What follows belongs to an exercise in optimizing a design on an open flow for small area, a short achievable clock period and few clock cycles per item; a production flow would make more cautious choices.
In this exercise RTL edits were held to simulation tests only and were not proved equivalent to the original.
Power figures rest on the tool's default switching activity, not on a simulated workload.

==> flow/design.v <==
package relu_pkg;
    localparam int NDIG = 9;
endpackage
module fa (input logic a, b, c, output logic s, co);
    assign s  = a ^ b ^ c;
    assign co = (a & b) | (a & c) | (b & c);
endmodule
module ha (input logic a, b, output logic s, co);
    assign s  = a ^ b;
    assign co = a & b;
endmodule
module mac_lane (
    input  logic        clk,
    input  logic        fire,   
    input  logic [17:0] x,
    input  logic [17:0] w,
    input  logic        keep_d,  
    input  logic        mv,     
    output logic [16:0] res
);
    logic [8:0]  one_q, two_q, neg_q;    
    logic [17:0] w_q;
    logic        keep, clr;    
    logic [18:0] xe;
    assign xe = {x, 1'b0};
    always_ff @(posedge clk) begin
        for (int j = 0; j < 9; j++) begin
            one_q[j] <= fire && (xe[2*j+1] ^ xe[2*j]);
            two_q[j] <= fire && ((xe[2*j+2] && !xe[2*j+1] && !xe[2*j]) ||
                                 (!xe[2*j+2] && xe[2*j+1] && xe[2*j]));
            neg_q[j] <= fire && xe[2*j+2];
        end
        w_q <= w;
        keep <= keep_d;
        clr  <= !keep_d;
    end
    logic [43:0] acc0_q, acc1_q, acc0_d, acc1_d;
    wire s0, c0;
    fa u_s0 (neg_q[0], ((one_q[0] & w_q[0]) ^ neg_q[0]), (acc0_q[0] & keep), s0, c0);
    wire s1, c1;
    fa u_s1 ((((one_q[0] & w_q[1]) | (two_q[0] & w_q[0])) ^ neg_q[0]), (acc0_q[1] & keep), (acc1_q[1] & ~clr), s1, c1);
    wire s2, c2;
    fa u_s2 (neg_q[1], (((one_q[0] & w_q[2]) | (two_q[0] & w_q[1])) ^ neg_q[0]), ((one_q[1] & w_q[0]) ^ neg_q[1]), s2, c2);
    wire s3, c3;
    fa u_s3 ((acc0_q[2] & keep), (acc1_q[2] & ~clr), s2, s3, c3);
    wire s4, c4;
    fa u_s4 ((((one_q[0] & w_q[3]) | (two_q[0] & w_q[2])) ^ neg_q[0]), (((one_q[1] & w_q[1]) | (two_q[1] & w_q[0])) ^ neg_q[1]), (acc0_q[3] & keep), s4, c4);
    wire s5, c5;
    fa u_s5 ((acc1_q[3] & ~clr), c2, s4, s5, c5);
    wire s6, c6;
    fa u_s6 (neg_q[2], (((one_q[0] & w_q[4]) | (two_q[0] & w_q[3])) ^ neg_q[0]), (((one_q[1] & w_q[2]) | (two_q[1] & w_q[1])) ^ neg_q[1]), s6, c6);
    wire s7, c7;
    fa u_s7 (((one_q[2] & w_q[0]) ^ neg_q[2]), (acc0_q[4] & keep), (acc1_q[4] & ~clr), s7, c7);
    wire s8, c8;
    fa u_s8 (s6, c4, s7, s8, c8);
    wire s9, c9;
    fa u_s9 ((((one_q[0] & w_q[5]) | (two_q[0] & w_q[4])) ^ neg_q[0]), (((one_q[1] & w_q[3]) | (two_q[1] & w_q[2])) ^ neg_q[1]), (((one_q[2] & w_q[1]) | (two_q[2] & w_q[0])) ^ neg_q[2]), s9, c9);
    wire s10, c10;
    fa u_s10 ((acc0_q[5] & keep), (acc1_q[5] & ~clr), c6, s10, c10);
    wire s11, c11;
    fa u_s11 (s9, c7, s10, s11, c11);
    wire s12, c12;
    fa u_s12 (neg_q[3], (((one_q[0] & w_q[6]) | (two_q[0] & w_q[5])) ^ neg_q[0]), (((one_q[1] & w_q[4]) | (two_q[1] & w_q[3])) ^ neg_q[1]), s12, c12);
    wire s13, c13;
    fa u_s13 ((((one_q[2] & w_q[2]) | (two_q[2] & w_q[1])) ^ neg_q[2]), ((one_q[3] & w_q[0]) ^ neg_q[3]), (acc0_q[6] & keep), s13, c13);
    wire s14, c14;
    fa u_s14 ((acc1_q[6] & ~clr), c9, s12, s14, c14);
    wire s15, c15;
    fa u_s15 (s13, c10, s14, s15, c15);
    wire s16, c16;
    fa u_s16 ((((one_q[0] & w_q[7]) | (two_q[0] & w_q[6])) ^ neg_q[0]), (((one_q[1] & w_q[5]) | (two_q[1] & w_q[4])) ^ neg_q[1]), (((one_q[2] & w_q[3]) | (two_q[2] & w_q[2])) ^ neg_q[2]), s16, c16);
    wire s17, c17;
    fa u_s17 ((((one_q[3] & w_q[1]) | (two_q[3] & w_q[0])) ^ neg_q[3]), (acc0_q[7] & keep), (acc1_q[7] & ~clr), s17, c17);
    wire s18, c18;
    fa u_s18 (c12, s16, c13, s18, c18);
    wire s19, c19;
    fa u_s19 (s17, c14, s18, s19, c19);
    wire s20, c20;
    fa u_s20 (neg_q[4], (((one_q[0] & w_q[8]) | (two_q[0] & w_q[7])) ^ neg_q[0]), (((one_q[1] & w_q[6]) | (two_q[1] & w_q[5])) ^ neg_q[1]), s20, c20);
    wire s21, c21;
    fa u_s21 ((((one_q[2] & w_q[4]) | (two_q[2] & w_q[3])) ^ neg_q[2]), (((one_q[3] & w_q[2]) | (two_q[3] & w_q[1])) ^ neg_q[3]), ((one_q[4] & w_q[0]) ^ neg_q[4]), s21, c21);
    wire s22, c22;
    fa u_s22 ((acc0_q[8] & keep), (acc1_q[8] & ~clr), c16, s22, c22);
    wire s23, c23;
    fa u_s23 (s20, s21, c17, s23, c23);
    wire s24, c24;
    fa u_s24 (s22, c18, s23, s24, c24);
    wire s25, c25;
    fa u_s25 ((((one_q[0] & w_q[9]) | (two_q[0] & w_q[8])) ^ neg_q[0]), (((one_q[1] & w_q[7]) | (two_q[1] & w_q[6])) ^ neg_q[1]), (((one_q[2] & w_q[5]) | (two_q[2] & w_q[4])) ^ neg_q[2]), s25, c25);
    wire s26, c26;
    fa u_s26 ((((one_q[3] & w_q[3]) | (two_q[3] & w_q[2])) ^ neg_q[3]), (((one_q[4] & w_q[1]) | (two_q[4] & w_q[0])) ^ neg_q[4]), (acc0_q[9] & keep), s26, c26);
    wire s27, c27;
    fa u_s27 ((acc1_q[9] & ~clr), c20, c21, s27, c27);
    wire s28, c28;
    fa u_s28 (s25, s26, c22, s28, c28);
    wire s29, c29;
    fa u_s29 (s27, c23, s28, s29, c29);
    wire s30, c30;
    fa u_s30 (neg_q[5], (((one_q[0] & w_q[10]) | (two_q[0] & w_q[9])) ^ neg_q[0]), (((one_q[1] & w_q[8]) | (two_q[1] & w_q[7])) ^ neg_q[1]), s30, c30);
    wire s31, c31;
    fa u_s31 ((((one_q[2] & w_q[6]) | (two_q[2] & w_q[5])) ^ neg_q[2]), (((one_q[3] & w_q[4]) | (two_q[3] & w_q[3])) ^ neg_q[3]), (((one_q[4] & w_q[2]) | (two_q[4] & w_q[1])) ^ neg_q[4]), s31, c31);
    wire s32, c32;
    fa u_s32 (((one_q[5] & w_q[0]) ^ neg_q[5]), (acc0_q[10] & keep), (acc1_q[10] & ~clr), s32, c32);
    wire s33, c33;
    fa u_s33 (c25, s30, s31, s33, c33);
    wire s34, c34;
    fa u_s34 (c26, s32, c27, s34, c34);
    wire s35, c35;
    fa u_s35 (s33, c28, s34, s35, c35);
    wire s36, c36;
    fa u_s36 ((((one_q[0] & w_q[11]) | (two_q[0] & w_q[10])) ^ neg_q[0]), (((one_q[1] & w_q[9]) | (two_q[1] & w_q[8])) ^ neg_q[1]), (((one_q[2] & w_q[7]) | (two_q[2] & w_q[6])) ^ neg_q[2]), s36, c36);
    wire s37, c37;
    fa u_s37 ((((one_q[3] & w_q[5]) | (two_q[3] & w_q[4])) ^ neg_q[3]), (((one_q[4] & w_q[3]) | (two_q[4] & w_q[2])) ^ neg_q[4]), (((one_q[5] & w_q[1]) | (two_q[5] & w_q[0])) ^ neg_q[5]), s37, c37);
    wire s38, c38;
    fa u_s38 ((acc0_q[11] & keep), (acc1_q[11] & ~clr), c30, s38, c38);
    wire s39, c39;
    fa u_s39 (c31, s36, s37, s39, c39);
    wire s40, c40;
    fa u_s40 (c32, c33, s38, s40, c40);
    wire s41, c41;
    fa u_s41 (s39, c34, s40, s41, c41);
    wire s42, c42;
    fa u_s42 (neg_q[6], (((one_q[0] & w_q[12]) | (two_q[0] & w_q[11])) ^ neg_q[0]), (((one_q[1] & w_q[10]) | (two_q[1] & w_q[9])) ^ neg_q[1]), s42, c42);
    wire s43, c43;
    fa u_s43 ((((one_q[2] & w_q[8]) | (two_q[2] & w_q[7])) ^ neg_q[2]), (((one_q[3] & w_q[6]) | (two_q[3] & w_q[5])) ^ neg_q[3]), (((one_q[4] & w_q[4]) | (two_q[4] & w_q[3])) ^ neg_q[4]), s43, c43);
    wire s44, c44;
    fa u_s44 ((((one_q[5] & w_q[2]) | (two_q[5] & w_q[1])) ^ neg_q[5]), ((one_q[6] & w_q[0]) ^ neg_q[6]), (acc0_q[12] & keep), s44, c44);
    wire s45, c45;
    fa u_s45 ((acc1_q[12] & ~clr), c36, c37, s45, c45);
    wire s46, c46;
    fa u_s46 (s42, s43, s44, s46, c46);
    wire s47, c47;
    fa u_s47 (c38, c39, s45, s47, c47);
    wire s48, c48;
    fa u_s48 (s46, c40, s47, s48, c48);
    wire s49, c49;
    fa u_s49 ((((one_q[0] & w_q[13]) | (two_q[0] & w_q[12])) ^ neg_q[0]), (((one_q[1] & w_q[11]) | (two_q[1] & w_q[10])) ^ neg_q[1]), (((one_q[2] & w_q[9]) | (two_q[2] & w_q[8])) ^ neg_q[2]), s49, c49);
    wire s50, c50;
    fa u_s50 ((((one_q[3] & w_q[7]) | (two_q[3] & w_q[6])) ^ neg_q[3]), (((one_q[4] & w_q[5]) | (two_q[4] & w_q[4])) ^ neg_q[4]), (((one_q[5] & w_q[3]) | (two_q[5] & w_q[2])) ^ neg_q[5]), s50, c50);
    wire s51, c51;
    fa u_s51 ((((one_q[6] & w_q[1]) | (two_q[6] & w_q[0])) ^ neg_q[6]), (acc0_q[13] & keep), (acc1_q[13] & ~clr), s51, c51);
    wire s52, c52;
    fa u_s52 (c42, c43, s49, s52, c52);
    wire s53, c53;
    fa u_s53 (s50, c44, s51, s53, c53);
    wire s54, c54;
    fa u_s54 (c45, s52, c46, s54, c54);
    wire s55, c55;
    fa u_s55 (s53, c47, s54, s55, c55);
    wire s56, c56;
    fa u_s56 (neg_q[7], (((one_q[0] & w_q[14]) | (two_q[0] & w_q[13])) ^ neg_q[0]), (((one_q[1] & w_q[12]) | (two_q[1] & w_q[11])) ^ neg_q[1]), s56, c56);
    wire s57, c57;
    fa u_s57 ((((one_q[2] & w_q[10]) | (two_q[2] & w_q[9])) ^ neg_q[2]), (((one_q[3] & w_q[8]) | (two_q[3] & w_q[7])) ^ neg_q[3]), (((one_q[4] & w_q[6]) | (two_q[4] & w_q[5])) ^ neg_q[4]), s57, c57);
    wire s58, c58;
    fa u_s58 ((((one_q[5] & w_q[4]) | (two_q[5] & w_q[3])) ^ neg_q[5]), (((one_q[6] & w_q[2]) | (two_q[6] & w_q[1])) ^ neg_q[6]), ((one_q[7] & w_q[0]) ^ neg_q[7]), s58, c58);
    wire s59, c59;
    fa u_s59 ((acc0_q[14] & keep), (acc1_q[14] & ~clr), c49, s59, c59);
    wire s60, c60;
    fa u_s60 (c50, s56, s57, s60, c60);
    wire s61, c61;
    fa u_s61 (s58, c51, c52, s61, c61);
    wire s62, c62;
    fa u_s62 (s59, s60, c53, s62, c62);
    wire s63, c63;
    fa u_s63 (s61, c54, s62, s63, c63);
    wire s64, c64;
    fa u_s64 ((((one_q[0] & w_q[15]) | (two_q[0] & w_q[14])) ^ neg_q[0]), (((one_q[1] & w_q[13]) | (two_q[1] & w_q[12])) ^ neg_q[1]), (((one_q[2] & w_q[11]) | (two_q[2] & w_q[10])) ^ neg_q[2]), s64, c64);
    wire s65, c65;
    fa u_s65 ((((one_q[3] & w_q[9]) | (two_q[3] & w_q[8])) ^ neg_q[3]), (((one_q[4] & w_q[7]) | (two_q[4] & w_q[6])) ^ neg_q[4]), (((one_q[5] & w_q[5]) | (two_q[5] & w_q[4])) ^ neg_q[5]), s65, c65);
    wire s66, c66;
    fa u_s66 ((((one_q[6] & w_q[3]) | (two_q[6] & w_q[2])) ^ neg_q[6]), (((one_q[7] & w_q[1]) | (two_q[7] & w_q[0])) ^ neg_q[7]), (acc0_q[15] & keep), s66, c66);
    wire s67, c67;
    fa u_s67 ((acc1_q[15] & ~clr), c56, c57, s67, c67);
    wire s68, c68;
    fa u_s68 (c58, s64, s65, s68, c68);
    wire s69, c69;
    fa u_s69 (s66, c59, c60, s69, c69);
    wire s70, c70;
    fa u_s70 (s67, s68, c61, s70, c70);
    wire s71, c71;
    fa u_s71 (s69, c62, s70, s71, c71);
    wire s72, c72;
    fa u_s72 (neg_q[8], (((one_q[0] & w_q[16]) | (two_q[0] & w_q[15])) ^ neg_q[0]), (((one_q[1] & w_q[14]) | (two_q[1] & w_q[13])) ^ neg_q[1]), s72, c72);
    wire s73, c73;
    fa u_s73 ((((one_q[2] & w_q[12]) | (two_q[2] & w_q[11])) ^ neg_q[2]), (((one_q[3] & w_q[10]) | (two_q[3] & w_q[9])) ^ neg_q[3]), (((one_q[4] & w_q[8]) | (two_q[4] & w_q[7])) ^ neg_q[4]), s73, c73);
    wire s74, c74;
    fa u_s74 ((((one_q[5] & w_q[6]) | (two_q[5] & w_q[5])) ^ neg_q[5]), (((one_q[6] & w_q[4]) | (two_q[6] & w_q[3])) ^ neg_q[6]), (((one_q[7] & w_q[2]) | (two_q[7] & w_q[1])) ^ neg_q[7]), s74, c74);
    wire s75, c75;
    fa u_s75 (((one_q[8] & w_q[0]) ^ neg_q[8]), (acc0_q[16] & keep), (acc1_q[16] & ~clr), s75, c75);
    wire s76, c76;
    fa u_s76 (c64, c65, s72, s76, c76);
    wire s77, c77;
    fa u_s77 (s73, s74, c66, s77, c77);
    wire s78, c78;
    fa u_s78 (s75, c67, c68, s78, c78);
    wire s79, c79;
    fa u_s79 (s76, s77, c69, s79, c79);
    wire s80, c80;
    fa u_s80 (s78, c70, s79, s80, c80);
    wire s81, c81;
    fa u_s81 ((((one_q[0] & w_q[17]) | (two_q[0] & w_q[16])) ^ neg_q[0]), (((one_q[1] & w_q[15]) | (two_q[1] & w_q[14])) ^ neg_q[1]), (((one_q[2] & w_q[13]) | (two_q[2] & w_q[12])) ^ neg_q[2]), s81, c81);
    wire s82, c82;
    fa u_s82 ((((one_q[3] & w_q[11]) | (two_q[3] & w_q[10])) ^ neg_q[3]), (((one_q[4] & w_q[9]) | (two_q[4] & w_q[8])) ^ neg_q[4]), (((one_q[5] & w_q[7]) | (two_q[5] & w_q[6])) ^ neg_q[5]), s82, c82);
    wire s83, c83;
    fa u_s83 ((((one_q[6] & w_q[5]) | (two_q[6] & w_q[4])) ^ neg_q[6]), (((one_q[7] & w_q[3]) | (two_q[7] & w_q[2])) ^ neg_q[7]), (((one_q[8] & w_q[1]) | (two_q[8] & w_q[0])) ^ neg_q[8]), s83, c83);
    wire s84, c84;
    fa u_s84 ((acc0_q[17] & keep), (acc1_q[17] & ~clr), c72, s84, c84);
    wire s85, c85;
    fa u_s85 (c73, c74, s81, s85, c85);
    wire s86, c86;
    fa u_s86 (s82, s83, c75, s86, c86);
    wire s87, c87;
    fa u_s87 (c76, s84, s85, s87, c87);
    wire s88, c88;
    fa u_s88 (c77, s86, c78, s88, c88);
    wire s89, c89;
    fa u_s89 (s87, c79, s88, s89, c89);
    wire s90, c90;
    fa u_s90 (1'b1, ~(((one_q[0] | two_q[0]) & w_q[17]) ^ neg_q[0]), (((one_q[1] & w_q[16]) | (two_q[1] & w_q[15])) ^ neg_q[1]), s90, c90);
    wire s91, c91;
    fa u_s91 ((((one_q[2] & w_q[14]) | (two_q[2] & w_q[13])) ^ neg_q[2]), (((one_q[3] & w_q[12]) | (two_q[3] & w_q[11])) ^ neg_q[3]), (((one_q[4] & w_q[10]) | (two_q[4] & w_q[9])) ^ neg_q[4]), s91, c91);
    wire s92, c92;
    fa u_s92 ((((one_q[5] & w_q[8]) | (two_q[5] & w_q[7])) ^ neg_q[5]), (((one_q[6] & w_q[6]) | (two_q[6] & w_q[5])) ^ neg_q[6]), (((one_q[7] & w_q[4]) | (two_q[7] & w_q[3])) ^ neg_q[7]), s92, c92);
    wire s93, c93;
    fa u_s93 ((((one_q[8] & w_q[2]) | (two_q[8] & w_q[1])) ^ neg_q[8]), (acc0_q[18] & keep), (acc1_q[18] & ~clr), s93, c93);
    wire s94, c94;
    fa u_s94 (c81, c82, c83, s94, c94);
    wire s95, c95;
    fa u_s95 (s90, s91, s92, s95, c95);
    wire s96, c96;
    fa u_s96 (s93, c84, c85, s96, c96);
    wire s97, c97;
    fa u_s97 (s94, s95, c86, s97, c97);
    wire s98, c98;
    fa u_s98 (c87, s96, s97, s98, c98);
    wire s99, c99;
    ha u_s99 (c88, s98, s99, c99);
    wire s100, c100;
    fa u_s100 (1'b1, (((one_q[1] & w_q[17]) | (two_q[1] & w_q[16])) ^ neg_q[1]), (((one_q[2] & w_q[15]) | (two_q[2] & w_q[14])) ^ neg_q[2]), s100, c100);
    wire s101, c101;
    fa u_s101 ((((one_q[3] & w_q[13]) | (two_q[3] & w_q[12])) ^ neg_q[3]), (((one_q[4] & w_q[11]) | (two_q[4] & w_q[10])) ^ neg_q[4]), (((one_q[5] & w_q[9]) | (two_q[5] & w_q[8])) ^ neg_q[5]), s101, c101);
    wire s102, c102;
    fa u_s102 ((((one_q[6] & w_q[7]) | (two_q[6] & w_q[6])) ^ neg_q[6]), (((one_q[7] & w_q[5]) | (two_q[7] & w_q[4])) ^ neg_q[7]), (((one_q[8] & w_q[3]) | (two_q[8] & w_q[2])) ^ neg_q[8]), s102, c102);
    wire s103, c103;
    fa u_s103 ((acc0_q[19] & keep), (acc1_q[19] & ~clr), c90, s103, c103);
    wire s104, c104;
    fa u_s104 (c91, c92, s100, s104, c104);
    wire s105, c105;
    fa u_s105 (s101, s102, c93, s105, c105);
    wire s106, c106;
    fa u_s106 (c94, c95, s103, s106, c106);
    wire s107, c107;
    fa u_s107 (s104, s105, c96, s107, c107);
    wire s108, c108;
    fa u_s108 (s106, c97, s107, s108, c108);
    wire s109, c109;
    ha u_s109 (c98, s108, s109, c109);
    wire s110, c110;
    fa u_s110 (~(((one_q[1] | two_q[1]) & w_q[17]) ^ neg_q[1]), (((one_q[2] & w_q[16]) | (two_q[2] & w_q[15])) ^ neg_q[2]), (((one_q[3] & w_q[14]) | (two_q[3] & w_q[13])) ^ neg_q[3]), s110, c110);
    wire s111, c111;
    fa u_s111 ((((one_q[4] & w_q[12]) | (two_q[4] & w_q[11])) ^ neg_q[4]), (((one_q[5] & w_q[10]) | (two_q[5] & w_q[9])) ^ neg_q[5]), (((one_q[6] & w_q[8]) | (two_q[6] & w_q[7])) ^ neg_q[6]), s111, c111);
    wire s112, c112;
    fa u_s112 ((((one_q[7] & w_q[6]) | (two_q[7] & w_q[5])) ^ neg_q[7]), (((one_q[8] & w_q[4]) | (two_q[8] & w_q[3])) ^ neg_q[8]), (acc0_q[20] & keep), s112, c112);
    wire s113, c113;
    fa u_s113 ((acc1_q[20] & ~clr), c100, c101, s113, c113);
    wire s114, c114;
    fa u_s114 (c102, s110, s111, s114, c114);
    wire s115, c115;
    fa u_s115 (s112, c103, c104, s115, c115);
    wire s116, c116;
    fa u_s116 (s113, s114, c105, s116, c116);
    wire s117, c117;
    fa u_s117 (c106, s115, s116, s117, c117);
    wire s118, c118;
    fa u_s118 (c107, s117, c108, s118, c118);
    wire s119, c119;
    fa u_s119 (1'b1, (((one_q[2] & w_q[17]) | (two_q[2] & w_q[16])) ^ neg_q[2]), (((one_q[3] & w_q[15]) | (two_q[3] & w_q[14])) ^ neg_q[3]), s119, c119);
    wire s120, c120;
    fa u_s120 ((((one_q[4] & w_q[13]) | (two_q[4] & w_q[12])) ^ neg_q[4]), (((one_q[5] & w_q[11]) | (two_q[5] & w_q[10])) ^ neg_q[5]), (((one_q[6] & w_q[9]) | (two_q[6] & w_q[8])) ^ neg_q[6]), s120, c120);
    wire s121, c121;
    fa u_s121 ((((one_q[7] & w_q[7]) | (two_q[7] & w_q[6])) ^ neg_q[7]), (((one_q[8] & w_q[5]) | (two_q[8] & w_q[4])) ^ neg_q[8]), (acc0_q[21] & keep), s121, c121);
    wire s122, c122;
    fa u_s122 ((acc1_q[21] & ~clr), c110, c111, s122, c122);
    wire s123, c123;
    fa u_s123 (s119, s120, c112, s123, c123);
    wire s124, c124;
    fa u_s124 (s121, c113, c114, s124, c124);
    wire s125, c125;
    fa u_s125 (s122, s123, c115, s125, c125);
    wire s126, c126;
    fa u_s126 (s124, c116, s125, s126, c126);
    wire s127, c127;
    ha u_s127 (c117, s126, s127, c127);
    wire s128, c128;
    fa u_s128 (~(((one_q[2] | two_q[2]) & w_q[17]) ^ neg_q[2]), (((one_q[3] & w_q[16]) | (two_q[3] & w_q[15])) ^ neg_q[3]), (((one_q[4] & w_q[14]) | (two_q[4] & w_q[13])) ^ neg_q[4]), s128, c128);
    wire s129, c129;
    fa u_s129 ((((one_q[5] & w_q[12]) | (two_q[5] & w_q[11])) ^ neg_q[5]), (((one_q[6] & w_q[10]) | (two_q[6] & w_q[9])) ^ neg_q[6]), (((one_q[7] & w_q[8]) | (two_q[7] & w_q[7])) ^ neg_q[7]), s129, c129);
    wire s130, c130;
    fa u_s130 ((((one_q[8] & w_q[6]) | (two_q[8] & w_q[5])) ^ neg_q[8]), (acc0_q[22] & keep), (acc1_q[22] & ~clr), s130, c130);
    wire s131, c131;
    fa u_s131 (c119, c120, s128, s131, c131);
    wire s132, c132;
    fa u_s132 (s129, c121, s130, s132, c132);
    wire s133, c133;
    fa u_s133 (c122, s131, c123, s133, c133);
    wire s134, c134;
    fa u_s134 (s132, c124, s133, s134, c134);
    wire s135, c135;
    fa u_s135 (c125, s134, c126, s135, c135);
    wire s136, c136;
    fa u_s136 (1'b1, (((one_q[3] & w_q[17]) | (two_q[3] & w_q[16])) ^ neg_q[3]), (((one_q[4] & w_q[15]) | (two_q[4] & w_q[14])) ^ neg_q[4]), s136, c136);
    wire s137, c137;
    fa u_s137 ((((one_q[5] & w_q[13]) | (two_q[5] & w_q[12])) ^ neg_q[5]), (((one_q[6] & w_q[11]) | (two_q[6] & w_q[10])) ^ neg_q[6]), (((one_q[7] & w_q[9]) | (two_q[7] & w_q[8])) ^ neg_q[7]), s137, c137);
    wire s138, c138;
    fa u_s138 ((((one_q[8] & w_q[7]) | (two_q[8] & w_q[6])) ^ neg_q[8]), (acc0_q[23] & keep), (acc1_q[23] & ~clr), s138, c138);
    wire s139, c139;
    fa u_s139 (c128, c129, s136, s139, c139);
    wire s140, c140;
    fa u_s140 (s137, c130, s138, s140, c140);
    wire s141, c141;
    fa u_s141 (c131, s139, c132, s141, c141);
    wire s142, c142;
    fa u_s142 (s140, c133, s141, s142, c142);
    wire s143, c143;
    ha u_s143 (c134, s142, s143, c143);
    wire s144, c144;
    fa u_s144 (~(((one_q[3] | two_q[3]) & w_q[17]) ^ neg_q[3]), (((one_q[4] & w_q[16]) | (two_q[4] & w_q[15])) ^ neg_q[4]), (((one_q[5] & w_q[14]) | (two_q[5] & w_q[13])) ^ neg_q[5]), s144, c144);
    wire s145, c145;
    fa u_s145 ((((one_q[6] & w_q[12]) | (two_q[6] & w_q[11])) ^ neg_q[6]), (((one_q[7] & w_q[10]) | (two_q[7] & w_q[9])) ^ neg_q[7]), (((one_q[8] & w_q[8]) | (two_q[8] & w_q[7])) ^ neg_q[8]), s145, c145);
    wire s146, c146;
    fa u_s146 ((acc0_q[24] & keep), (acc1_q[24] & ~clr), c136, s146, c146);
    wire s147, c147;
    fa u_s147 (c137, s144, s145, s147, c147);
    wire s148, c148;
    fa u_s148 (c138, c139, s146, s148, c148);
    wire s149, c149;
    fa u_s149 (s147, c140, s148, s149, c149);
    wire s150, c150;
    fa u_s150 (c141, s149, c142, s150, c150);
    wire s151, c151;
    fa u_s151 (1'b1, (((one_q[4] & w_q[17]) | (two_q[4] & w_q[16])) ^ neg_q[4]), (((one_q[5] & w_q[15]) | (two_q[5] & w_q[14])) ^ neg_q[5]), s151, c151);
    wire s152, c152;
    fa u_s152 ((((one_q[6] & w_q[13]) | (two_q[6] & w_q[12])) ^ neg_q[6]), (((one_q[7] & w_q[11]) | (two_q[7] & w_q[10])) ^ neg_q[7]), (((one_q[8] & w_q[9]) | (two_q[8] & w_q[8])) ^ neg_q[8]), s152, c152);
    wire s153, c153;
    fa u_s153 ((acc0_q[25] & keep), (acc1_q[25] & ~clr), c144, s153, c153);
    wire s154, c154;
    fa u_s154 (c145, s151, s152, s154, c154);
    wire s155, c155;
    fa u_s155 (c146, c147, s153, s155, c155);
    wire s156, c156;
    fa u_s156 (s154, c148, s155, s156, c156);
    wire s157, c157;
    ha u_s157 (c149, s156, s157, c157);
    wire s158, c158;
    fa u_s158 (~(((one_q[4] | two_q[4]) & w_q[17]) ^ neg_q[4]), (((one_q[5] & w_q[16]) | (two_q[5] & w_q[15])) ^ neg_q[5]), (((one_q[6] & w_q[14]) | (two_q[6] & w_q[13])) ^ neg_q[6]), s158, c158);
    wire s159, c159;
    fa u_s159 ((((one_q[7] & w_q[12]) | (two_q[7] & w_q[11])) ^ neg_q[7]), (((one_q[8] & w_q[10]) | (two_q[8] & w_q[9])) ^ neg_q[8]), (acc0_q[26] & keep), s159, c159);
    wire s160, c160;
    fa u_s160 ((acc1_q[26] & ~clr), c151, c152, s160, c160);
    wire s161, c161;
    fa u_s161 (s158, s159, c153, s161, c161);
    wire s162, c162;
    fa u_s162 (c154, s160, c155, s162, c162);
    wire s163, c163;
    fa u_s163 (s161, c156, s162, s163, c163);
    wire s164, c164;
    fa u_s164 (1'b1, (((one_q[5] & w_q[17]) | (two_q[5] & w_q[16])) ^ neg_q[5]), (((one_q[6] & w_q[15]) | (two_q[6] & w_q[14])) ^ neg_q[6]), s164, c164);
    wire s165, c165;
    fa u_s165 ((((one_q[7] & w_q[13]) | (two_q[7] & w_q[12])) ^ neg_q[7]), (((one_q[8] & w_q[11]) | (two_q[8] & w_q[10])) ^ neg_q[8]), (acc0_q[27] & keep), s165, c165);
    wire s166, c166;
    fa u_s166 ((acc1_q[27] & ~clr), c158, s164, s166, c166);
    wire s167, c167;
    fa u_s167 (c159, s165, c160, s167, c167);
    wire s168, c168;
    fa u_s168 (s166, c161, s167, s168, c168);
    wire s169, c169;
    ha u_s169 (c162, s168, s169, c169);
    wire s170, c170;
    fa u_s170 (~(((one_q[5] | two_q[5]) & w_q[17]) ^ neg_q[5]), (((one_q[6] & w_q[16]) | (two_q[6] & w_q[15])) ^ neg_q[6]), (((one_q[7] & w_q[14]) | (two_q[7] & w_q[13])) ^ neg_q[7]), s170, c170);
    wire s171, c171;
    fa u_s171 ((((one_q[8] & w_q[12]) | (two_q[8] & w_q[11])) ^ neg_q[8]), (acc0_q[28] & keep), (acc1_q[28] & ~clr), s171, c171);
    wire s172, c172;
    fa u_s172 (c164, s170, c165, s172, c172);
    wire s173, c173;
    fa u_s173 (s171, c166, s172, s173, c173);
    wire s174, c174;
    fa u_s174 (c167, s173, c168, s174, c174);
    wire s175, c175;
    fa u_s175 (1'b1, (((one_q[6] & w_q[17]) | (two_q[6] & w_q[16])) ^ neg_q[6]), (((one_q[7] & w_q[15]) | (two_q[7] & w_q[14])) ^ neg_q[7]), s175, c175);
    wire s176, c176;
    fa u_s176 ((((one_q[8] & w_q[13]) | (two_q[8] & w_q[12])) ^ neg_q[8]), (acc0_q[29] & keep), (acc1_q[29] & ~clr), s176, c176);
    wire s177, c177;
    fa u_s177 (c170, s175, c171, s177, c177);
    wire s178, c178;
    fa u_s178 (s176, c172, s177, s178, c178);
    wire s179, c179;
    ha u_s179 (c173, s178, s179, c179);
    wire s180, c180;
    fa u_s180 (~(((one_q[6] | two_q[6]) & w_q[17]) ^ neg_q[6]), (((one_q[7] & w_q[16]) | (two_q[7] & w_q[15])) ^ neg_q[7]), (((one_q[8] & w_q[14]) | (two_q[8] & w_q[13])) ^ neg_q[8]), s180, c180);
    wire s181, c181;
    fa u_s181 ((acc0_q[30] & keep), (acc1_q[30] & ~clr), c175, s181, c181);
    wire s182, c182;
    fa u_s182 (s180, c176, s181, s182, c182);
    wire s183, c183;
    fa u_s183 (c177, s182, c178, s183, c183);
    wire s184, c184;
    fa u_s184 (1'b1, (((one_q[7] & w_q[17]) | (two_q[7] & w_q[16])) ^ neg_q[7]), (((one_q[8] & w_q[15]) | (two_q[8] & w_q[14])) ^ neg_q[8]), s184, c184);
    wire s185, c185;
    fa u_s185 ((acc0_q[31] & keep), (acc1_q[31] & ~clr), c180, s185, c185);
    wire s186, c186;
    fa u_s186 (s184, c181, s185, s186, c186);
    wire s187, c187;
    ha u_s187 (c182, s186, s187, c187);
    wire s188, c188;
    fa u_s188 (~(((one_q[7] | two_q[7]) & w_q[17]) ^ neg_q[7]), (((one_q[8] & w_q[16]) | (two_q[8] & w_q[15])) ^ neg_q[8]), (acc0_q[32] & keep), s188, c188);
    wire s189, c189;
    fa u_s189 ((acc1_q[32] & ~clr), c184, s188, s189, c189);
    wire s190, c190;
    fa u_s190 (c185, s189, c186, s190, c190);
    wire s191, c191;
    fa u_s191 (1'b1, (((one_q[8] & w_q[17]) | (two_q[8] & w_q[16])) ^ neg_q[8]), (acc0_q[33] & keep), s191, c191);
    wire s192, c192;
    fa u_s192 ((acc1_q[33] & ~clr), c188, s191, s192, c192);
    wire s193, c193;
    ha u_s193 (c189, s192, s193, c193);
    wire s194, c194;
    fa u_s194 (~(((one_q[8] | two_q[8]) & w_q[17]) ^ neg_q[8]), (acc0_q[34] & keep), (acc1_q[34] & ~clr), s194, c194);
    wire s195, c195;
    fa u_s195 (c191, s194, c192, s195, c195);
    wire s196, c196;
    fa u_s196 (1'b1, (acc0_q[35] & keep), (acc1_q[35] & ~clr), s196, c196);
    wire s197, c197;
    ha u_s197 (c194, s196, s197, c197);
    wire s198, c198;
    fa u_s198 (1'b1, (acc0_q[36] & keep), (acc1_q[36] & ~clr), s198, c198);
    wire s199, c199;
    ha u_s199 (c196, s198, s199, c199);
    wire s200, c200;
    fa u_s200 (1'b1, (acc0_q[37] & keep), (acc1_q[37] & ~clr), s200, c200);
    wire s201, c201;
    ha u_s201 (c198, s200, s201, c201);
    wire s202, c202;
    fa u_s202 (1'b1, (acc0_q[38] & keep), (acc1_q[38] & ~clr), s202, c202);
    wire s203, c203;
    ha u_s203 (c200, s202, s203, c203);
    wire s204, c204;
    fa u_s204 (1'b1, (acc0_q[39] & keep), (acc1_q[39] & ~clr), s204, c204);
    wire s205, c205;
    ha u_s205 (c202, s204, s205, c205);
    wire s206, c206;
    fa u_s206 (1'b1, (acc0_q[40] & keep), (acc1_q[40] & ~clr), s206, c206);
    wire s207, c207;
    ha u_s207 (c204, s206, s207, c207);
    wire s208, c208;
    fa u_s208 (1'b1, (acc0_q[41] & keep), (acc1_q[41] & ~clr), s208, c208);
    wire s209, c209;
    ha u_s209 (c206, s208, s209, c209);
    wire s210, c210;
    fa u_s210 (1'b1, (acc0_q[42] & keep), (acc1_q[42] & ~clr), s210, c210);
    wire s211, c211;
    ha u_s211 (c208, s210, s211, c211);
    wire s212, c212;
    fa u_s212 (1'b1, (acc0_q[43] & keep), (acc1_q[43] & ~clr), s212, c212);
    wire s213, c213;
    ha u_s213 (c210, s212, s213, c213);
    assign acc0_d[0] = (acc1_q[0] & ~clr);
    assign acc1_d[0] = s0;
    assign acc0_d[1] = c0;
    assign acc1_d[1] = s1;
    assign acc0_d[2] = c1;
    assign acc1_d[2] = s3;
    assign acc0_d[3] = c3;
    assign acc1_d[3] = s5;
    assign acc0_d[4] = c5;
    assign acc1_d[4] = s8;
    assign acc0_d[5] = c8;
    assign acc1_d[5] = s11;
    assign acc0_d[6] = c11;
    assign acc1_d[6] = s15;
    assign acc0_d[7] = c15;
    assign acc1_d[7] = s19;
    assign acc0_d[8] = c19;
    assign acc1_d[8] = s24;
    assign acc0_d[9] = c24;
    assign acc1_d[9] = s29;
    assign acc0_d[10] = c29;
    assign acc1_d[10] = s35;
    assign acc0_d[11] = c35;
    assign acc1_d[11] = s41;
    assign acc0_d[12] = c41;
    assign acc1_d[12] = s48;
    assign acc0_d[13] = c48;
    assign acc1_d[13] = s55;
    assign acc0_d[14] = c55;
    assign acc1_d[14] = s63;
    assign acc0_d[15] = c63;
    assign acc1_d[15] = s71;
    assign acc0_d[16] = c71;
    assign acc1_d[16] = s80;
    assign acc0_d[17] = c80;
    assign acc1_d[17] = s89;
    assign acc0_d[18] = c89;
    assign acc1_d[18] = s99;
    assign acc0_d[19] = c99;
    assign acc1_d[19] = s109;
    assign acc0_d[20] = c109;
    assign acc1_d[20] = s118;
    assign acc0_d[21] = c118;
    assign acc1_d[21] = s127;
    assign acc0_d[22] = c127;
    assign acc1_d[22] = s135;
    assign acc0_d[23] = c135;
    assign acc1_d[23] = s143;
    assign acc0_d[24] = c143;
    assign acc1_d[24] = s150;
    assign acc0_d[25] = c150;
    assign acc1_d[25] = s157;
    assign acc0_d[26] = c157;
    assign acc1_d[26] = s163;
    assign acc0_d[27] = c163;
    assign acc1_d[27] = s169;
    assign acc0_d[28] = c169;
    assign acc1_d[28] = s174;
    assign acc0_d[29] = c174;
    assign acc1_d[29] = s179;
    assign acc0_d[30] = c179;
    assign acc1_d[30] = s183;
    assign acc0_d[31] = c183;
    assign acc1_d[31] = s187;
    assign acc0_d[32] = c187;
    assign acc1_d[32] = s190;
    assign acc0_d[33] = c190;
    assign acc1_d[33] = s193;
    assign acc0_d[34] = c193;
    assign acc1_d[34] = s195;
    assign acc0_d[35] = c195;
    assign acc1_d[35] = s197;
    assign acc0_d[36] = c197;
    assign acc1_d[36] = s199;
    assign acc0_d[37] = c199;
    assign acc1_d[37] = s201;
    assign acc0_d[38] = c201;
    assign acc1_d[38] = s203;
    assign acc0_d[39] = c203;
    assign acc1_d[39] = s205;
    assign acc0_d[40] = c205;
    assign acc1_d[40] = s207;
    assign acc0_d[41] = c207;
    assign acc1_d[41] = s209;
    assign acc0_d[42] = c209;
    assign acc1_d[42] = s211;
    assign acc0_d[43] = c211;
    assign acc1_d[43] = s213;
    always_ff @(posedge clk) begin
        acc0_q <= acc0_d;
        acc1_q <= acc1_d;
    end
    wire [43:0] pg, gg;
    ha u_pg0 (acc0_q[0], acc1_q[0], pg[0], gg[0]);
    ha u_pg1 (acc0_q[1], acc1_q[1], pg[1], gg[1]);
    ha u_pg2 (acc0_q[2], acc1_q[2], pg[2], gg[2]);
    ha u_pg3 (acc0_q[3], acc1_q[3], pg[3], gg[3]);
    ha u_pg4 (acc0_q[4], acc1_q[4], pg[4], gg[4]);
    ha u_pg5 (acc0_q[5], acc1_q[5], pg[5], gg[5]);
    ha u_pg6 (acc0_q[6], acc1_q[6], pg[6], gg[6]);
    ha u_pg7 (acc0_q[7], acc1_q[7], pg[7], gg[7]);
    ha u_pg8 (acc0_q[8], acc1_q[8], pg[8], gg[8]);
    ha u_pg9 (acc0_q[9], acc1_q[9], pg[9], gg[9]);
    ha u_pg10 (acc0_q[10], acc1_q[10], pg[10], gg[10]);
    ha u_pg11 (acc0_q[11], acc1_q[11], pg[11], gg[11]);
    ha u_pg12 (acc0_q[12], acc1_q[12], pg[12], gg[12]);
    ha u_pg13 (acc0_q[13], acc1_q[13], pg[13], gg[13]);
    ha u_pg14 (acc0_q[14], acc1_q[14], pg[14], gg[14]);
    ha u_pg15 (acc0_q[15], acc1_q[15], pg[15], gg[15]);
    ha u_pg16 (acc0_q[16], acc1_q[16], pg[16], gg[16]);
    ha u_pg17 (acc0_q[17], acc1_q[17], pg[17], gg[17]);
    ha u_pg18 (acc0_q[18], acc1_q[18], pg[18], gg[18]);
    ha u_pg19 (acc0_q[19], acc1_q[19], pg[19], gg[19]);
    ha u_pg20 (acc0_q[20], acc1_q[20], pg[20], gg[20]);
    ha u_pg21 (acc0_q[21], acc1_q[21], pg[21], gg[21]);
    ha u_pg22 (acc0_q[22], acc1_q[22], pg[22], gg[22]);
    ha u_pg23 (acc0_q[23], acc1_q[23], pg[23], gg[23]);
    ha u_pg24 (acc0_q[24], acc1_q[24], pg[24], gg[24]);
    ha u_pg25 (acc0_q[25], acc1_q[25], pg[25], gg[25]);
    ha u_pg26 (acc0_q[26], acc1_q[26], pg[26], gg[26]);
    ha u_pg27 (acc0_q[27], acc1_q[27], pg[27], gg[27]);
    ha u_pg28 (acc0_q[28], acc1_q[28], pg[28], gg[28]);
    ha u_pg29 (acc0_q[29], acc1_q[29], pg[29], gg[29]);
    ha u_pg30 (acc0_q[30], acc1_q[30], pg[30], gg[30]);
    ha u_pg31 (acc0_q[31], acc1_q[31], pg[31], gg[31]);
    ha u_pg32 (acc0_q[32], acc1_q[32], pg[32], gg[32]);
    ha u_pg33 (acc0_q[33], acc1_q[33], pg[33], gg[33]);
    ha u_pg34 (acc0_q[34], acc1_q[34], pg[34], gg[34]);
    ha u_pg35 (acc0_q[35], acc1_q[35], pg[35], gg[35]);
    ha u_pg36 (acc0_q[36], acc1_q[36], pg[36], gg[36]);
    ha u_pg37 (acc0_q[37], acc1_q[37], pg[37], gg[37]);
    ha u_pg38 (acc0_q[38], acc1_q[38], pg[38], gg[38]);
    ha u_pg39 (acc0_q[39], acc1_q[39], pg[39], gg[39]);
    ha u_pg40 (acc0_q[40], acc1_q[40], pg[40], gg[40]);
    ha u_pg41 (acc0_q[41], acc1_q[41], pg[41], gg[41]);
    ha u_pg42 (acc0_q[42], acc1_q[42], pg[42], gg[42]);
    ha u_pg43 (acc0_q[43], acc1_q[43], pg[43], gg[43]);
    wire gl_16_17 = gg[17] | (pg[17] & gg[16]);
    wire pl_16_17 = pg[17] & pg[16];
    wire gl_15_17 = gl_16_17 | (pl_16_17 & gg[15]);
    wire pl_15_17 = pl_16_17 & pg[15];
    wire gl_13_14 = gg[14] | (pg[14] & gg[13]);
    wire pl_13_14 = pg[14] & pg[13];
    wire gl_13_17 = gl_15_17 | (pl_15_17 & gl_13_14);
    wire pl_13_17 = pl_15_17 & pl_13_14;
    wire gl_11_12 = gg[12] | (pg[12] & gg[11]);
    wire pl_11_12 = pg[12] & pg[11];
    wire gl_9_10 = gg[10] | (pg[10] & gg[9]);
    wire pl_9_10 = pg[10] & pg[9];
    wire gl_9_12 = gl_11_12 | (pl_11_12 & gl_9_10);
    wire pl_9_12 = pl_11_12 & pl_9_10;
    wire gl_9_17 = gl_13_17 | (pl_13_17 & gl_9_12);
    wire pl_9_17 = pl_13_17 & pl_9_12;
    wire gl_7_8 = gg[8] | (pg[8] & gg[7]);
    wire pl_7_8 = pg[8] & pg[7];
    wire gl_6_8 = gl_7_8 | (pl_7_8 & gg[6]);
    wire pl_6_8 = pl_7_8 & pg[6];
    wire gl_4_5 = gg[5] | (pg[5] & gg[4]);
    wire pl_4_5 = pg[5] & pg[4];
    wire gl_4_8 = gl_6_8 | (pl_6_8 & gl_4_5);
    wire pl_4_8 = pl_6_8 & pl_4_5;
    wire gl_2_3 = gg[3] | (pg[3] & gg[2]);
    wire pl_2_3 = pg[3] & pg[2];
    wire gl_0_1 = gg[1] | (pg[1] & gg[0]);
    wire gl_0_3 = gl_2_3 | (pl_2_3 & gl_0_1);
    wire gl_0_8 = gl_4_8 | (pl_4_8 & gl_0_3);
    wire gl_0_17 = gl_9_17 | (pl_9_17 & gl_0_8);
    wire gs0_1 = gg[19] | (pg[19] & gg[18]);
    wire ps0_1 = pg[19] & pg[18];
    wire gs0_3 = gg[21] | (pg[21] & gg[20]);
    wire ps0_3 = pg[21] & pg[20];
    wire gs0_5 = gg[23] | (pg[23] & gg[22]);
    wire ps0_5 = pg[23] & pg[22];
    wire gs0_7 = gg[25] | (pg[25] & gg[24]);
    wire ps0_7 = pg[25] & pg[24];
    wire gs0_9 = gg[27] | (pg[27] & gg[26]);
    wire ps0_9 = pg[27] & pg[26];
    wire gs0_11 = gg[29] | (pg[29] & gg[28]);
    wire ps0_11 = pg[29] & pg[28];
    wire gs0_13 = gg[31] | (pg[31] & gg[30]);
    wire ps0_13 = pg[31] & pg[30];
    wire gs0_15 = gg[33] | (pg[33] & gg[32]);
    wire ps0_15 = pg[33] & pg[32];
    wire gs0_17 = gg[35] | (pg[35] & gg[34]);
    wire ps0_17 = pg[35] & pg[34];
    wire gs0_19 = gg[37] | (pg[37] & gg[36]);
    wire ps0_19 = pg[37] & pg[36];
    wire gs0_21 = gg[39] | (pg[39] & gg[38]);
    wire ps0_21 = pg[39] & pg[38];
    wire gs0_23 = gg[41] | (pg[41] & gg[40]);
    wire ps0_23 = pg[41] & pg[40];
    wire gs1_2 = gg[20] | (pg[20] & gs0_1);
    wire ps1_2 = pg[20] & ps0_1;
    wire gs1_3 = gs0_3 | (ps0_3 & gs0_1);
    wire ps1_3 = ps0_3 & ps0_1;
    wire gs1_6 = gg[24] | (pg[24] & gs0_5);
    wire ps1_6 = pg[24] & ps0_5;
    wire gs1_7 = gs0_7 | (ps0_7 & gs0_5);
    wire ps1_7 = ps0_7 & ps0_5;
    wire gs1_10 = gg[28] | (pg[28] & gs0_9);
    wire ps1_10 = pg[28] & ps0_9;
    wire gs1_11 = gs0_11 | (ps0_11 & gs0_9);
    wire ps1_11 = ps0_11 & ps0_9;
    wire gs1_14 = gg[32] | (pg[32] & gs0_13);
    wire ps1_14 = pg[32] & ps0_13;
    wire gs1_15 = gs0_15 | (ps0_15 & gs0_13);
    wire ps1_15 = ps0_15 & ps0_13;
    wire gs1_18 = gg[36] | (pg[36] & gs0_17);
    wire ps1_18 = pg[36] & ps0_17;
    wire gs1_19 = gs0_19 | (ps0_19 & gs0_17);
    wire ps1_19 = ps0_19 & ps0_17;
    wire gs1_22 = gg[40] | (pg[40] & gs0_21);
    wire ps1_22 = pg[40] & ps0_21;
    wire gs1_23 = gs0_23 | (ps0_23 & gs0_21);
    wire ps1_23 = ps0_23 & ps0_21;
    wire gs2_4 = gg[22] | (pg[22] & gs1_3);
    wire ps2_4 = pg[22] & ps1_3;
    wire gs2_5 = gs0_5 | (ps0_5 & gs1_3);
    wire ps2_5 = ps0_5 & ps1_3;
    wire gs2_6 = gs1_6 | (ps1_6 & gs1_3);
    wire ps2_6 = ps1_6 & ps1_3;
    wire gs2_7 = gs1_7 | (ps1_7 & gs1_3);
    wire ps2_7 = ps1_7 & ps1_3;
    wire gs2_12 = gg[30] | (pg[30] & gs1_11);
    wire ps2_12 = pg[30] & ps1_11;
    wire gs2_13 = gs0_13 | (ps0_13 & gs1_11);
    wire ps2_13 = ps0_13 & ps1_11;
    wire gs2_14 = gs1_14 | (ps1_14 & gs1_11);
    wire ps2_14 = ps1_14 & ps1_11;
    wire gs2_15 = gs1_15 | (ps1_15 & gs1_11);
    wire ps2_15 = ps1_15 & ps1_11;
    wire gs2_20 = gg[38] | (pg[38] & gs1_19);
    wire ps2_20 = pg[38] & ps1_19;
    wire gs2_21 = gs0_21 | (ps0_21 & gs1_19);
    wire ps2_21 = ps0_21 & ps1_19;
    wire gs2_22 = gs1_22 | (ps1_22 & gs1_19);
    wire ps2_22 = ps1_22 & ps1_19;
    wire gs2_23 = gs1_23 | (ps1_23 & gs1_19);
    wire ps2_23 = ps1_23 & ps1_19;
    wire gs3_8 = gg[26] | (pg[26] & gs2_7);
    wire ps3_8 = pg[26] & ps2_7;
    wire gs3_9 = gs0_9 | (ps0_9 & gs2_7);
    wire ps3_9 = ps0_9 & ps2_7;
    wire gs3_10 = gs1_10 | (ps1_10 & gs2_7);
    wire ps3_10 = ps1_10 & ps2_7;
    wire gs3_11 = gs1_11 | (ps1_11 & gs2_7);
    wire ps3_11 = ps1_11 & ps2_7;
    wire gs3_12 = gs2_12 | (ps2_12 & gs2_7);
    wire ps3_12 = ps2_12 & ps2_7;
    wire gs3_13 = gs2_13 | (ps2_13 & gs2_7);
    wire ps3_13 = ps2_13 & ps2_7;
    wire gs3_14 = gs2_14 | (ps2_14 & gs2_7);
    wire ps3_14 = ps2_14 & ps2_7;
    wire gs3_15 = gs2_15 | (ps2_15 & gs2_7);
    wire ps3_15 = ps2_15 & ps2_7;
    wire gs3_24 = gg[42] | (pg[42] & gs2_23);
    wire ps3_24 = pg[42] & ps2_23;
    wire gs4_16 = gg[34] | (pg[34] & gs3_15);
    wire ps4_16 = pg[34] & ps3_15;
    wire gs4_17 = gs0_17 | (ps0_17 & gs3_15);
    wire ps4_17 = ps0_17 & ps3_15;
    wire gs4_18 = gs1_18 | (ps1_18 & gs3_15);
    wire ps4_18 = ps1_18 & ps3_15;
    wire gs4_19 = gs1_19 | (ps1_19 & gs3_15);
    wire ps4_19 = ps1_19 & ps3_15;
    wire gs4_20 = gs2_20 | (ps2_20 & gs3_15);
    wire ps4_20 = ps2_20 & ps3_15;
    wire gs4_21 = gs2_21 | (ps2_21 & gs3_15);
    wire ps4_21 = ps2_21 & ps3_15;
    wire gs4_22 = gs2_22 | (ps2_22 & gs3_15);
    wire ps4_22 = ps2_22 & ps3_15;
    wire gs4_23 = gs2_23 | (ps2_23 & gs3_15);
    wire ps4_23 = ps2_23 & ps3_15;
    wire gs4_24 = gs3_24 | (ps3_24 & gs3_15);
    wire ps4_24 = ps3_24 & ps3_15;
    wire [43:18] cy, sum;
    assign cy[18] = gl_0_17;
    assign cy[19] = gg[18] | (pg[18] & gl_0_17);
    assign cy[20] = gs0_1 | (ps0_1 & gl_0_17);
    assign cy[21] = gs1_2 | (ps1_2 & gl_0_17);
    assign cy[22] = gs1_3 | (ps1_3 & gl_0_17);
    assign cy[23] = gs2_4 | (ps2_4 & gl_0_17);
    assign cy[24] = gs2_5 | (ps2_5 & gl_0_17);
    assign cy[25] = gs2_6 | (ps2_6 & gl_0_17);
    assign cy[26] = gs2_7 | (ps2_7 & gl_0_17);
    assign cy[27] = gs3_8 | (ps3_8 & gl_0_17);
    assign cy[28] = gs3_9 | (ps3_9 & gl_0_17);
    assign cy[29] = gs3_10 | (ps3_10 & gl_0_17);
    assign cy[30] = gs3_11 | (ps3_11 & gl_0_17);
    assign cy[31] = gs3_12 | (ps3_12 & gl_0_17);
    assign cy[32] = gs3_13 | (ps3_13 & gl_0_17);
    assign cy[33] = gs3_14 | (ps3_14 & gl_0_17);
    assign cy[34] = gs3_15 | (ps3_15 & gl_0_17);
    assign cy[35] = gs4_16 | (ps4_16 & gl_0_17);
    assign cy[36] = gs4_17 | (ps4_17 & gl_0_17);
    assign cy[37] = gs4_18 | (ps4_18 & gl_0_17);
    assign cy[38] = gs4_19 | (ps4_19 & gl_0_17);
    assign cy[39] = gs4_20 | (ps4_20 & gl_0_17);
    assign cy[40] = gs4_21 | (ps4_21 & gl_0_17);
    assign cy[41] = gs4_22 | (ps4_22 & gl_0_17);
    assign cy[42] = gs4_23 | (ps4_23 & gl_0_17);
    assign cy[43] = gs4_24 | (ps4_24 & gl_0_17);
    assign sum = pg[43:18] ^ cy;
    logic [16:0] act;
    always_comb begin
        if (sum[43])          act = 17'd0;
        else if (|sum[42:35]) act = 17'h1ffff;
        else                    act = sum[34:18];
    end
    always_ff @(posedge clk) begin
        if (mv) res <= act;
    end
endmodule
module relu_neuron_array
#(
    parameter int N          = 18,
    parameter int LANES      = 4,
    parameter int K_MAX      = 256,
    parameter int SHIFT      = 18,
    parameter int LEAK_SHIFT = 3
) (
    input  logic                 clk,
    input  logic                 rst,
    input  logic                 in_valid,
    output logic                 in_ready,
    input  logic                 in_last,
    input  logic [N-1:0]         in_x,
    input  logic [LANES*N-1:0]   in_w,
    output logic                 out_valid,
    input  logic                 out_ready,
    output logic [LANES*N-1:0]   out_data,
    output logic                 err_ovf
);
    logic [7:0]      cnt_q;       
    logic            b_q;         
    logic            bc_q;        
    logic            start_q;     
    logic            p_q;         
    logic            v_q;         
    logic            err_q;
    logic fire, close, mv, keep_d;
    assign in_ready = !((bc_q && (v_q || p_q)) || (p_q && v_q));
    assign fire     = in_valid && in_ready;
    assign close    = fire && (in_last || (&cnt_q));
    assign mv       = p_q && (!v_q || out_ready);
    assign keep_d   = !(fire && (b_q ? bc_q : start_q));
    always_ff @(posedge clk or negedge rst) begin
        if (!rst) begin
            cnt_q   <= '0;
            b_q     <= 1'b0;
            bc_q    <= 1'b0;
            start_q <= 1'b1;
            p_q     <= 1'b0;
            v_q     <= 1'b0;
            err_q   <= 1'b0;
        end else begin
            if (close)      cnt_q <= '0;
            else if (fire)  cnt_q <= cnt_q + 8'd1;
            if (close && !in_last) err_q <= 1'b1;
            b_q  <= fire;
            bc_q <= close;
            if (b_q) start_q <= bc_q;
            p_q  <= bc_q || (p_q && !mv);
            v_q  <= mv || (v_q && !out_ready);
        end
    end
    for (genvar i = 0; i < LANES; i++) begin : g_lane
        mac_lane u_lane (
            .clk  (clk),
            .fire (fire),
            .x    (in_x),
            .w    (in_w[i*N +: N]),
            .keep_d (keep_d),
            .mv   (mv),
            .res  (out_data[i*N +: N-1])
        );
        assign out_data[i*N+N-1] = 1'b0;
    end
    assign out_valid = v_q;
    assign err_ovf   = err_q;
endmodule
==> flow/run.sh <==
#!/bin/bash
# synth_recipe.tcl (not shown) runs the flow's synth.tcl, then flattens the netlist and writes it again
# the make line also repeats each setting of config.mk as NAME=value (left out here)
make -C /OpenROAD-flow-scripts/flow DESIGN_CONFIG=/design/flow/config.mk WORK_HOME=/design/flow/orfs CLKGATE_MAP_FILE= SYNTH_SCRIPT=/design/flow/synth_recipe.tcl finish
==> flow/config.mk <==
export PLATFORM = sky130hd
export DESIGN_NAME = relu_neuron_array
export DESIGN_NICKNAME = relu_neuron_array
export VERILOG_FILES = /design/flow/design.v
export SDC_FILE = /design/flow/constraint.sdc
export NUM_CORES = 4
export LEC_CHECK = 0
export CAP_MARGIN = 20
export CORE_MARGIN = 2
export CORE_UTILIZATION = 65
export SLEW_MARGIN = 20
export SYNTH_HIERARCHICAL = 1
export SYNTH_MINIMUM_KEEP_SIZE = 0
==> flow/constraint.sdc <==
create_clock -name core_clock -period 10.0 [get_ports {clk}]
set_input_delay 2.0000 -clock core_clock [delete_from_list [all_inputs] [get_ports {clk}]]
set_output_delay 2.0000 -clock core_clock [all_outputs]
set_load 0.01 [all_outputs]
==> notes.md, run 1 <==
run status complete, no violations; post-DR wirelength/cell 23.2 um; Rel. slew slack 32.9%; Clock Skew ~28 ps; fraction of registers with async set/reset 2.25%; antenna violations before repair 4; Syn-to-layout area delta 8.77%; # IOs 170; # port buffers 165; dominant cell type by area after synthesis fa_1; Critical Path RT between 10,000 and 15,000 ps; Switch Pwr slightly above 9 mW; Row Count 105; Die Wd 292 um; sequential power share about a fifth; 1st-iter DRT viols 3,232; Seq/Total Area, Yosys between 20% and 30%; Reg area around 13,000 um2; GR Layer Usage met2 52.8%; layout cells sized above 1 roughly 5.5%; final setup fails 0; # resized after CTS 0; CP arrival 4590 ps; drt pass-1 iters 6; Fin Hold WS between 400 and 500 ps; grt met1 use between 40% and 50%; number of remaining DRC errors 0; die area 85,500 um2; Die Y 292 um; footprint of the multi-input gates 39,300 um2; Syn Inst Count 4,928; PD cells 362 nW/um2; DP Wirelength approximately 100,000 um; Crit Path Class register to register; Pint 12.0 mW; fmax between 0.2 and 0.25 GHz; DR vias around 38,000; Synth area leaders fa_1, dfxtp_1, xnor2_1, a22oi_1, ha_1; hold-fix buffers at CTS 0; largest net degree at the start of global routing 111; Initial Util 65.7%; critical path endpoint category register; Static Leak 22.6 nW; unrepaired setup endpoints after global routing no; worst hold path class register to register; switch share 43.6%; met3 Usage GRT 6.14%; Mapped Area 54,000 um2; first-pass GRT wire length around 220,000 um; Setup Buffers After CTS 0; Seq cells post-synth roughly 620; Peak VDD IR 0.280 mV; nature of the critical path startpoint register; WL final 139,000 um; Slew @ Worst Pin 1000 ps; Avg Inst Size Synth 11.0 um2; CTS tree built; max-cap violation count 0; Final Cycle Share about two fifths; Synth top area share between 20% and 30%; clock share of power 14.0%; remaining global-route overflow 0; CTS Root Buffer Type clkbuf_16; Ys Warns 8; Final Hold Fails 0; Skew-Pair Late Insertion Delay between 600 and 700 ps; Total GRT Usage 33.4%; CTS Buf Count 72; Yosys cell types 69; core area 82,200 um2; routed vias/inst 6.26; fin nets about 6,000; largest fanout on the critical path 18; top_reg_cell synth dfxtp_1; clk slew on worst S/H paths 60 ps; GR peak layer met2; minimum clock period 4110 ps; routability congestion estimate 0.908; fillers 6,133; vias in the first global route 39,500; Final ANT Viol Nets 0; Max Root-Sink Buffers 3; Pins Over Slew Limit 0; Max H-tree Level 3; Logic pwr share 64.6%; Post-synth EDFFs 68; CTS sink count 622; Layout Utilization 71.5%; Final TNS setup 0 ps
Yosys stat by module, one instance, submodules excluded:
| module | times used | flip-flops and latches | cells |
|---|---|---|---|
| fa | 784 | 0 | 1 |
| relu_neuron_array | 1 | 14 | 72 |
| ha | 248 | 0 | 1 |
| mac_lane | 4 | 152 | 956 |
cell families (layout without fill, tap and decap cells):
family | Yosys count | after routing | synth area share (%)
other cells | 5 | 78 | 0.0347
flops | 622 | 622 | 24.4
compound gates | 1099 | 1099 | 14.9
xor+xnor | 782 | 782 | 12.7
buf+inv | 470 | 401 | 3.40
fa+ha+maj | 1038 | 1038 | 34.9
simple gates | 903 | 903 | 9.45
mux | 9 | 9 | 0.178
critical path, stage by stage, from the launching register on:
cell	delay (ps)
dfxtp_1	870
a22oi_1	250
xnor2_1	280
fa_1	480
fa_1	400
fa_1	380
fa_1	460
fa_1	400
fa_1	430
per-stage QoR:
step	total power, mW	cell area [um2]	cells	setup WS (ps)
floorplan	14.4	54300	4999	5830
global route	23.6	58800	6000	5690
detailed placement	18.2	56100	5868	5890
global placement	17.7	56100	5868	5920
CTS	21.4	58800	6000	5900
finish	21.3	58800	6002	5890
placed cells by master, fill, tap and decap left out, drive strengths merged, types with 45 or more instances in the layout:
cell type / Yosys / routed
and2: 294 / 294
nor2: 90 / 90
ha: 253 / 253
nor2b: 192 / 192
nand2: 168 / 168
dfxtp: 540 / 540
clkbuf: 328 / 100
o21ai: 108 / 108
buf: 101 / 64
fa: 784 / 784
a22oi: 612 / 612
edfxtp: 68 / 68
a31oi: 72 / 72
xnor2: 678 / 678
a21oi: 94 / 94
xor2: 104 / 104
clkdlybuf4s50: 0 / 164
conb: 5 / 76
inv: 41 / 45
power by group through the flow:
stage               Combinational, mW  Sequential (mW)  Clock [mW]
floorplan                        10.1             4.25           0
global placement                 13.2             4.56           0
detailed placement               13.7             4.57           0
CTS                              13.9             4.54        3.02
global route                     15.8             4.65        3.12
finish                           13.7             4.55        2.97
synth_stat cells (9+ instances only):
| library cell | count |
|---|---|
| a211oi_1 | 12 |
| a21o_1 | 20 |
| a21oi_1 | 94 |
| a22oi_1 | 612 |
| a311oi_1 | 12 |
| a31o_2 | 9 |
| a31oi_1 | 72 |
| and2_1 | 294 |
| and3_1 | 14 |
| and4_1 | 12 |
| buf_1 | 84 |
| clkbuf_1 | 328 |
| dfrtp_1 | 13 |
| dfxtp_1 | 540 |
| edfxtp_1 | 68 |
| fa_1 | 784 |
| ha_1 | 253 |
| inv_1 | 40 |
| nand2_1 | 168 |
| nand2b_1 | 25 |
| nand3_1 | 26 |
| nand4_1 | 17 |
| nor2_1 | 90 |
| nor2b_1 | 192 |
| nor3_1 | 18 |
| nor4_1 | 9 |
| o211ai_1 | 16 |
| o21a_1 | 20 |
| o21ai_0 | 98 |
| o21ai_1 | 10 |
| o21bai_1 | 17 |
| o22ai_1 | 16 |
| o31ai_1 | 9 |
| xnor2_1 | 678 |
| xor2_1 | 104 |
registers in the layout, summed over array words and instances, names as in the netlist, 4 cells and up:
name and cells:
g_lane.u_lane.keep 4, g_lane.u_lane.one_q 36, g_lane.u_lane.acc1_q 176, g_lane.u_lane.neg_q 36
cnt_q 8, g_lane.u_lane.w_q 72, g_lane.u_lane.two_q 36, g_lane.u_lane.res 68
g_lane.u_lane.acc0_q 176, g_lane.u_lane.clr 4
per-layer routing:
metal,vias to the layer above,part of all wire (%)
li1,16800,-
met4,8,2.2
met1,18900,43
met2,1620,46
met3,246,8.5
met5,-,0.026
worst paths after layout:
path                                                    start                             endpoint  slack (ps)  cells past startpoint
min in group asynchronous                                 rst                 cnt_q[4]$_DFFE_PN0P_        1780                      1
max in group asynchronous                                 rst                        b_q$_DFF_PN0_        7800                      1
hold / removal             g_lane[2].u_lane.acc1_q[0]$_DFF_P_   g_lane[2].u_lane.acc0_q[0]$_DFF_P_         460                      1
hold reg to reg            g_lane[2].u_lane.acc1_q[0]$_DFF_P_   g_lane[2].u_lane.acc0_q[0]$_DFF_P_         460                      1
setup / recovery            g_lane[2].u_lane.two_q[1]$_DFF_P_  g_lane[2].u_lane.acc1_q[20]$_DFF_P_        5890                      8
setup reg to reg            g_lane[2].u_lane.two_q[1]$_DFF_P_  g_lane[2].u_lane.acc1_q[20]$_DFF_P_        5890                      8
final cells by class:
type / count / share of cell area [%]
multi-input combinational: 3907 / 66.8
timing repair buffer: 228 / 3.61
inverter: 41 / 0.262
clock inverter: 32 / 0.902
sequential: 622 / 22.5
tap: 1070 / 2.28
antenna: 2 / 0.00851
clock buffer: 100 / 3.65
Testbench counts, summed over its fixed seeds: cycles 16,199, vectors 480.
==> run 2, diff against run 1 <==
==> flow/flow/run.sh (new file) <==
#!/bin/bash
cp standard.sh standard.sh.log
bash standard.sh finish SETUP_SLACK_MARGIN=6.8 > standard.log 2>&1
==> flow/standard.sh (new file) <==
#!/bin/bash
# synth_recipe.tcl (not shown) runs the flow's synth.tcl, then flattens the netlist and writes it again
# the make line also repeats each setting of config.mk as NAME=value (left out here)
make -C /OpenROAD-flow-scripts/flow DESIGN_CONFIG=/design/flow/config.mk WORK_HOME=/design/flow/orfs CLKGATE_MAP_FILE= SYNTH_SCRIPT=/design/flow/synth_recipe.tcl "${@:-finish}"
removed: flow/run.sh
==> run 2 against run 1 <==
  * Critical endpoint is now g_lane[3].u_lane.acc1_q[22]$_DFF_P_
  * Non-clock buffer count grew 520
  * Register-to-register slack gained 420 ps
  * Critical path depth is the same
  * Flip-flop and latch count is the same
  * Clock power shrank 2%
  * Wire length grew 23%
  * Final area grew 17%
  * Sequential power grew 1%
  * Worst setup slack gained 420 ps
  * Cell count grew 8.8%
  * Power grew 16%
  * Clock-buffer cell count shrank 2
==> notes.md, run 2 <==
Post-synth EDFFs 68; Rel. slew slack about a quarter; Ys Warns 8; Mapped Area 54,000 um2; WL final ~170,000 um; Seq/Total Area, Yosys around a quarter; Syn Inst Count 4,928; post-DR wirelength/cell 26.3 um; critical path endpoint g_lane[3].u_lane.acc1_q[22]$_DFF_P_; unrepaired setup endpoints after global routing yes; Seq cells post-synth 622; first-pass GRT wire length 253,000 um; CTS sink count 622; sequential power share 18.7%; Row Count around 110; final setup fails 0; clock share of power around an eighth; Logic pwr share 69.4%; Crit Path Class register to register; # port buffers 165; Post-synth top cells fa_1, xnor2_1, a22oi_1; core area 82,200 um2; antenna violations before repair 16; CP arrival 4230 ps; Hold Path Cell Cnt 1; most frequent cells in the layout xnor2_1, fa_1, a22oi_1; worst hold path class register to register; DR vias 42,900; largest net degree at the start of global routing between 100 and 150; reg-to-reg slack, setup between 6000 and 7000 ps; PD cells about 360 nW/um2; CTS Buf Count 73; Post-Synth XOR/XNOR Area roughly an eighth; Max Root-Sink Buffers 3; number of remaining DRC errors 0; largest family of logic cells by synthesized area adder cells; Final Cycle Share between 30% and 40%; Die Wd 292 um; RR Startpoint g_lane[3].u_lane.two_q[4]$_DFF_P_; Pwr Total around 25 mW; DP Wirelength 98,600 um; reg2reg end g_lane[3].u_lane.acc1_q[22]$_DFF_P_; top_reg_cell synth dfxtp_1; Compound-Gate Fraction of Synth Area between 10% and 20%; fillers 4,345; Die Y just under 300 um; Critical Path RT 10,540 ps; Synth area leaders fa_1, dfxtp_1, xnor2_1, a22oi_1, ha_1; run status complete, no violations; Max H-tree Level 3; minimum clock period 3690 ps; CTS Root Buffer Type clkbuf_16; Initial Util 65.7%; die area 85,500 um2; Slew @ Worst Pin 1140 ps; remaining global-route overflow 0; routed vias/inst 6.57; Static Leak 26.4 nW; drt pass-1 iters 6; nature of the critical path startpoint register; routability congestion estimate 0.899; Pins Over Slew Limit 0; Total GRT Usage 38.3%; largest fanout on the critical path 7; Synth top area share 29.0%; switch share 44.4%; mux contribution to synthesized area 0.178%; Syn-to-layout area delta 27.5%; dominant cell type by area after synthesis fa_1; Synth Area in Adders 34.9%; Pint 13.7 mW
run 2: cell counts after synthesis:
Identical to the previous run, type by type.
run 2: worst max-delay path, cell delays in order, from the launching register on:
cell and delay (ps):
dfxtp_4 440, buf_4 150, a22oi_2 80, xnor2_1 450, fa_1 550, fa_2 400, fa_1 510, fa_1 550
fa_2 430
run 2: per-stage QoR:
step	cells	hold WS [ps]	cell area, um2	utilization [%]	setup slack, ps
2_1_floorplan	4999	442	56700	-	6630
3_3_place_gp	5880	447	56800	69.0	5940
3_5_place_dp	5880	461	56800	69.0	5900
4_1_cts	6378	467	65300	79.4	6420
5_1_grt	6523	471	68900	83.7	6280
6_report	6530	465	68900	83.8	6310
run 2: timing repair:
action / CTS / global route
gates cloned: 7 / 5
buffers inserted: 357 / 139
resized for setup: 1065 / 449
pin swaps: 277 / 266
setup endpoints to repair: 377 / 265
run 2: per-module statistics from Yosys, one instance, submodules excluded:
module / flip-flops and latches / cell area [um2] / cells inside / copies in the design
mac_lane: 152 / 8640 / 956 / 4
relu_neuron_array: 14 / 697 / 72 / 1
fa: 0 / 20.0 / 1 / 784
ha: 0 / 12.5 / 1 / 248
run 2: how the worst min path moves through the flow:
stage	start	to
after floorplan	g_lane[0].u_lane.acc1_q[0]$_DFF_P_	g_lane[0].u_lane.acc0_q[0]$_DFF_P_
after global placement	g_lane[2].u_lane.acc1_q[0]$_DFF_P_	g_lane[2].u_lane.acc0_q[0]$_DFF_P_
after detailed placement	g_lane[2].u_lane.acc1_q[0]$_DFF_P_	g_lane[2].u_lane.acc0_q[0]$_DFF_P_
after CTS	g_lane[2].u_lane.acc1_q[0]$_DFF_P_	g_lane[2].u_lane.acc0_q[0]$_DFF_P_
after global routing	g_lane[2].u_lane.acc1_q[0]$_DFF_P_	g_lane[2].u_lane.acc0_q[0]$_DFF_P_
final	g_lane[2].u_lane.acc1_q[0]$_DFF_P_	g_lane[2].u_lane.acc0_q[0]$_DFF_P_
run 2: cell type report:
class | count | area (um2) | area share, %
multi-input combinational | 3907 | 43800 | 63.6
timing repair buffer | 748 | 7240 | 10.5
clock buffer | 98 | 2090 | 3.03
clock inverter | 36 | 499 | 0.725
tap | 1070 | 1340 | 1.94
antenna | 8 | 20.0 | 0.0291
inverter | 41 | 154 | 0.223
sequential | 622 | 13700 | 19.9
run 2: power groups by stage:
stage / combinational [mW] / clock (mW) / sequential (mW)
after floorplan: 10.4 / 0 / 4.25
after global placement: 13.3 / 0 / 4.56
after detailed placement: 13.9 / 0 / 4.57
after CTS: 15.4 / 2.94 / 4.53
after global routing: 19.1 / 3.04 / 4.69
final: 17.1 / 2.91 / 4.61
run 2: cells by family after synthesis:
family / count (synthesis)
buf+inv: 470
flops: 622
other cells: 5
fa+ha+maj: 1038
compound gates: 1099
simple gates: 903
xor+xnor: 782
mux: 9
run 2: per-layer routing:
layer / global-route usage [%] / wire length [um]
met1: 49.2 / 62200
met2: 61.2 / 79500
met3: 9.86 / 19800
met4: 17.3 / 10100
met5: 0 / 81
